From an optimization exercise on the open Yosys and OpenROAD flow, aimed at small area; shortcuts taken in it are not production practice.
In this exercise RTL edits were held to simulation tests only and were not proved equivalent to the original.
Power figures rest on the tool's default switching activity, not on a simulated workload.

==> inputs of job 5950 <==
// random_map_writer
module random_map_writer (
    input  logic        clk,
    input  logic        rst,
    input  logic        start,
    input  logic [15:0] seed,
    input  logic [4:0]  density,
    input  logic [4:0]  rd_x,
    input  logic [4:0]  rd_y,
    output logic        rd_occ,
    output logic        busy,
    output logic        done,
    output logic [9:0]  occ_count
);
    logic [9:0]  idx;
    logic [15:0] lfsr;
    logic [4:0]  dcur, dprev;
    logic        start_accept, cell_bit, row_start, seed_zero;
    logic [15:0] cp0;
    logic [15:0] cp1;
    logic [15:0] cp2;
    logic [15:0] pend;   
    assign start_accept = !busy && !done && start;
    assign cell_bit     = dcur[4] || (lfsr[3:0] < dcur[3:0]);
    assign row_start    = (idx[7:0] == '0);
    assign seed_zero    = (seed == 16'h0000);
    always_ff @(posedge clk) begin
        if (rst) begin
            busy      <= 1'b0;
            done      <= 1'b0;
            idx       <= '0;
            dcur      <= '0;
            dprev     <= '0;
            occ_count <= '0;
        end else if (start_accept) begin
            busy      <= 1'b1;
            idx       <= '0;
            dprev     <= dcur;
            dcur      <= density;   
            occ_count <= '0;
        end else if (busy) begin
            idx       <= idx + 1'b1;
            occ_count <= occ_count + 10'(cell_bit);
            if (idx[9] && idx[7:0] == 8'hFF) begin   
                busy <= 1'b0;
                done <= 1'b1;
            end
        end else begin
            done <= 1'b0;
        end
    end
    always_ff @(posedge clk) begin
        if (busy)
            lfsr <= {lfsr[14:0], lfsr[15] ^ lfsr[13] ^ lfsr[12] ^ lfsr[10]};
        else
            lfsr <= seed | (seed_zero ? 16'hACE1 : 16'h0000);
    end
    logic [15:0] dlfsr;
    assign dlfsr[0] = lfsr[0] ^ lfsr[2] ^ lfsr[3] ^ lfsr[4] ^ lfsr[5] ^ lfsr[7] ^ lfsr[8] ^ lfsr[10] ^ lfsr[11] ^ lfsr[12] ^ lfsr[13] ^ lfsr[15];
    assign dlfsr[1] = lfsr[5] ^ lfsr[9] ^ lfsr[11] ^ lfsr[15];
    assign dlfsr[2] = lfsr[10] ^ lfsr[12] ^ lfsr[13] ^ lfsr[15];
    assign dlfsr[3] = lfsr[15];
    assign dlfsr[4] = lfsr[0] ^ lfsr[1] ^ lfsr[3] ^ lfsr[8] ^ lfsr[10] ^ lfsr[14];
    assign dlfsr[5] = lfsr[0] ^ lfsr[1] ^ lfsr[2] ^ lfsr[3] ^ lfsr[4] ^ lfsr[9] ^ lfsr[15];
  ...
clock: 5.0 ns
lec_check: 0
cap_margin: 20
core_margin: 2
core_utilization: 55
cts_buf_list: sky130_fd_sc_hd__clkbuf_8
gpl_timing_driven: 0
slew_margin: 20
standard.sh (not shown) runs the stock make flow with config.mk's settings and CLKGATE_MAP_FILE= SYNTH_SCRIPT=/design/flow/synth_recipe.tcl, a recipe that flattens the netlist after the stock synthesis.
==> flow/flow/run.sh <==
#!/bin/bash
# The standard layout with four changes:
#  - every port still gets its own buffer, but a plain buf_1 instead of the
#    delay buffer that buffer_ports picks by default;
#  - synthesis maps the logic with flow/abc_map.script (an area-oriented ABC
#    script) in place of ORFS's abc_speed.script. Everything else in the ORFS
#    scripts is used unchanged, from a copy made here;
#  - clock tree synthesis does not add dummy loads (CTS_ARGS repeats ORFS's
#    own arguments, with config.mk's CTS_BUF_LIST, plus -dont_use_dummy_load);
#  - ORFS's power recovery (downsizing gates with slack to spare) runs after
#    global routing (RECOVER_POWER).
set -euo pipefail
export BUFFER_PORTS_ARGS="-buffer_cell sky130_fd_sc_hd__buf_1"
rm -rf scripts_local
cp -r "$FLOW_HOME/scripts" scripts_local
cp flow/abc_map.script scripts_local/abc_speed.script
export SCRIPTS_DIR="$PWD/scripts_local"
export CTS_ARGS="-sink_clustering_enable -repair_clock_nets -buf_list sky130_fd_sc_hd__clkbuf_8 -dont_use_dummy_load"
export RECOVER_POWER=100
bash standard.sh > standard.log 2>&1
==> flow/flow/abc_map.script <==
strash
dc2
dc2
&get -n
&dch -f
&nf -R 1000
&put
topo
stime -c
dnsize -c
==> job 9439 (differences from job 5950) <==
--- a/flow/design.v
+++ b/flow/design.v
@@ -31,22 +31,22 @@
             idx       <= '0;
             dcur      <= '0;
             dprev     <= '0;
             occ_count <= '0;
         end else if (start_accept) begin
             busy      <= 1'b1;
             idx       <= '0;
             dprev     <= dcur;
-            dcur      <= density;   
+            dcur      <= (density > 5'd16) ? 5'd16 : density;
             occ_count <= '0;
         end else if (busy) begin
             idx       <= idx + 1'b1;
             occ_count <= occ_count + 10'(cell_bit);
-            if (idx[9] && idx[7:0] == 8'hFF) begin   
+            if (idx == 10'd767) begin
                 busy <= 1'b0;
                 done <= 1'b1;
             end
         end else begin
             done <= 1'b0;
         end
     end
     always_ff @(posedge clk) begin
==> flow/flow/run.sh (replaced) <==
#!/bin/bash
# The standard layout, with one change: every port still gets its own
# buffer, but a plain buf_2 instead of the delay buffer that buffer_ports
# picks by default (that cell adds about 0.5 ns to each input and output path).
set -euo pipefail
export BUFFER_PORTS_ARGS="-buffer_cell sky130_fd_sc_hd__buf_2"
bash standard.sh > standard.log 2>&1
- CORE_UTILIZATION: 55 -> 40
removed: flow/flow/abc_map.script
==> job 2922 (differences from job 5950) <==
--- a/flow/design.v
+++ b/flow/design.v
@@ -31,22 +31,22 @@
             idx       <= '0;
             dcur      <= '0;
             dprev     <= '0;
             occ_count <= '0;
         end else if (start_accept) begin
             busy      <= 1'b1;
             idx       <= '0;
             dprev     <= dcur;
-            dcur      <= density;   
+            dcur      <= (density > 5'd16) ? 5'd16 : density;
             occ_count <= '0;
         end else if (busy) begin
             idx       <= idx + 1'b1;
             occ_count <= occ_count + 10'(cell_bit);
-            if (idx[9] && idx[7:0] == 8'hFF) begin   
+            if (idx == 10'd767) begin
                 busy <= 1'b0;
                 done <= 1'b1;
             end
         end else begin
             done <= 1'b0;
         end
     end
     always_ff @(posedge clk) begin
==> flow/flow/run.sh (replaced) <==
#!/bin/bash
# The standard layout with two changes:
#  - every port still gets its own buffer, but a plain buf_1 instead of the
#    delay buffer that buffer_ports picks by default;
#  - synthesis maps the logic with flow/abc_map.script (an area-oriented ABC
#    script) in place of ORFS's abc_speed.script. Everything else in the ORFS
#    scripts is used unchanged, from a copy made here.
set -euo pipefail
export BUFFER_PORTS_ARGS="-buffer_cell sky130_fd_sc_hd__buf_1"
rm -rf scripts_local
cp -r "$FLOW_HOME/scripts" scripts_local
cp flow/abc_map.script scripts_local/abc_speed.script
export SCRIPTS_DIR="$PWD/scripts_local"
bash standard.sh > standard.log 2>&1
==> flow/flow/abc_map.script (replaced) <==
strash
dc2
&get -n
&dch -f
&nf
&put
topo
stime -c
dnsize -c
- CORE_UTILIZATION: 55 -> 65
==> run notes <==
Status: job 5950 finished clean; job 9439 finished clean; job 2922 finished clean
Layout overhead on the synthesized area: job 5950 9.62%; job 9439 11.5%; job 2922 12.2%
Portion of the layout cell area used by non-clock buffers: job 5950 2.63%; job 9439 4.67%; job 2922 2.69%
Data required time at the worst endpoint: job 5950 5330 ps; job 9439 4000 ps; job 2922 5300 ps
Net switching component of the power: job 5950 1.97 mW; job 9439 2.15 mW; job 2922 2.20 mW
Tap cells: job 5950 180; job 9439 313; job 2922 147
GR Layer Usage met2: job 5950 39.1%; job 9439 30.2%; job 2922 47.8%
Worst hold path startpoint: job 5950 occ_count[9]$_SDFFE_PP0P_; job 9439 lfsr[15]$_DFF_P_; job 2922 dprev[0]$_SDFFE_PP0P_
Length of routed met2 wiring: job 5950 8.14 mm; job 9439 10.5 mm; job 2922 8.57 mm
Worst slew margin relative to its limit: job 5950 16.2%; job 9439 44.8%; job 2922 42.8%
CTS-repair resized insts: job 5950 1; job 9439 0; job 2922 1
Worst-Skew Late Latency: job 5950 440 ps; job 9439 440 ps; job 2922 450 ps
Average instance area after synthesis: job 5950 9.62 um2; job 9439 11.1 um2; job 2922 10.3 um2
Global routing met1 resource utilization: job 5950 32.7%; job 9439 27.0%; job 2922 37.0%
Routed vias: job 5950 5,988; job 9439 6,656; job 2922 6,073
HPWL after detailed placement: job 5950 12.8 mm; job 9439 17.3 mm; job 2922 13.0 mm
Core outline area: job 5950 13,900 um2; job 9439 22,800 um2; job 2922 12,000 um2
Comb power: job 5950 2.52 mW; job 9439 3.05 mW; job 2922 2.95 mW
Max stage delay on crit path: job 5950 520 ps; job 9439 550 ps; job 2922 510 ps
Final Core Density: job 5950 61.6%; job 9439 45.8%; job 2922 74.3%
Global-route usage over all layers: job 5950 24.1%; job 9439 19.1%; job 2922 28.5%
Crit path kind: job 5950 input pin to flip-flop; job 9439 flip-flop to primary output; job 2922 input pin to flip-flop
Sum of met3 wire segment lengths after detailed routing: job 5950 710 um; job 9439 1.05 mm; job 2922 847 um

## static timing again, ports no longer ideal
How much do the figures lean on ideal ports? The routed layouts below were timed once more, with nothing changed but the port constraints. Step 1, drivers: a clkbuf_16 drives clk and a buf_2 each remaining input, both assumed. Step 2 adds t to the input delays and takes it off the output delays; t is the mean of the earliest and latest rising clock arrival at the registers after step 1. Input paths then give back, and output paths get back, about the clock's delay inside the block. Slacks: ideal ports / drivers / drivers and shift; pairs: ideal ports / drivers.
| run | shift t [ns] | slack for setup (ns) | worst register clock-pin slew, ns |
|---|---|---|---|
| job 5950 | 0.458 | 0.327 / 0.312 / -0.115 | 0.08 / 0.08 |
| job 9439 | 0.471 | 0.390 / 0.347 / 0.789 | 0.10 / 0.10 |
| job 2922 | 0.478 | 0.216 / 0.226 / -0.253 | 0.08 / 0.08 |
Met with ideal ports but missed after step 2: setup timing in job 5950 and job 2922. For job 2922, which loses most, drivers alone change the setup slack by +0.010 ns; drivers and shift together by -0.469 ns.
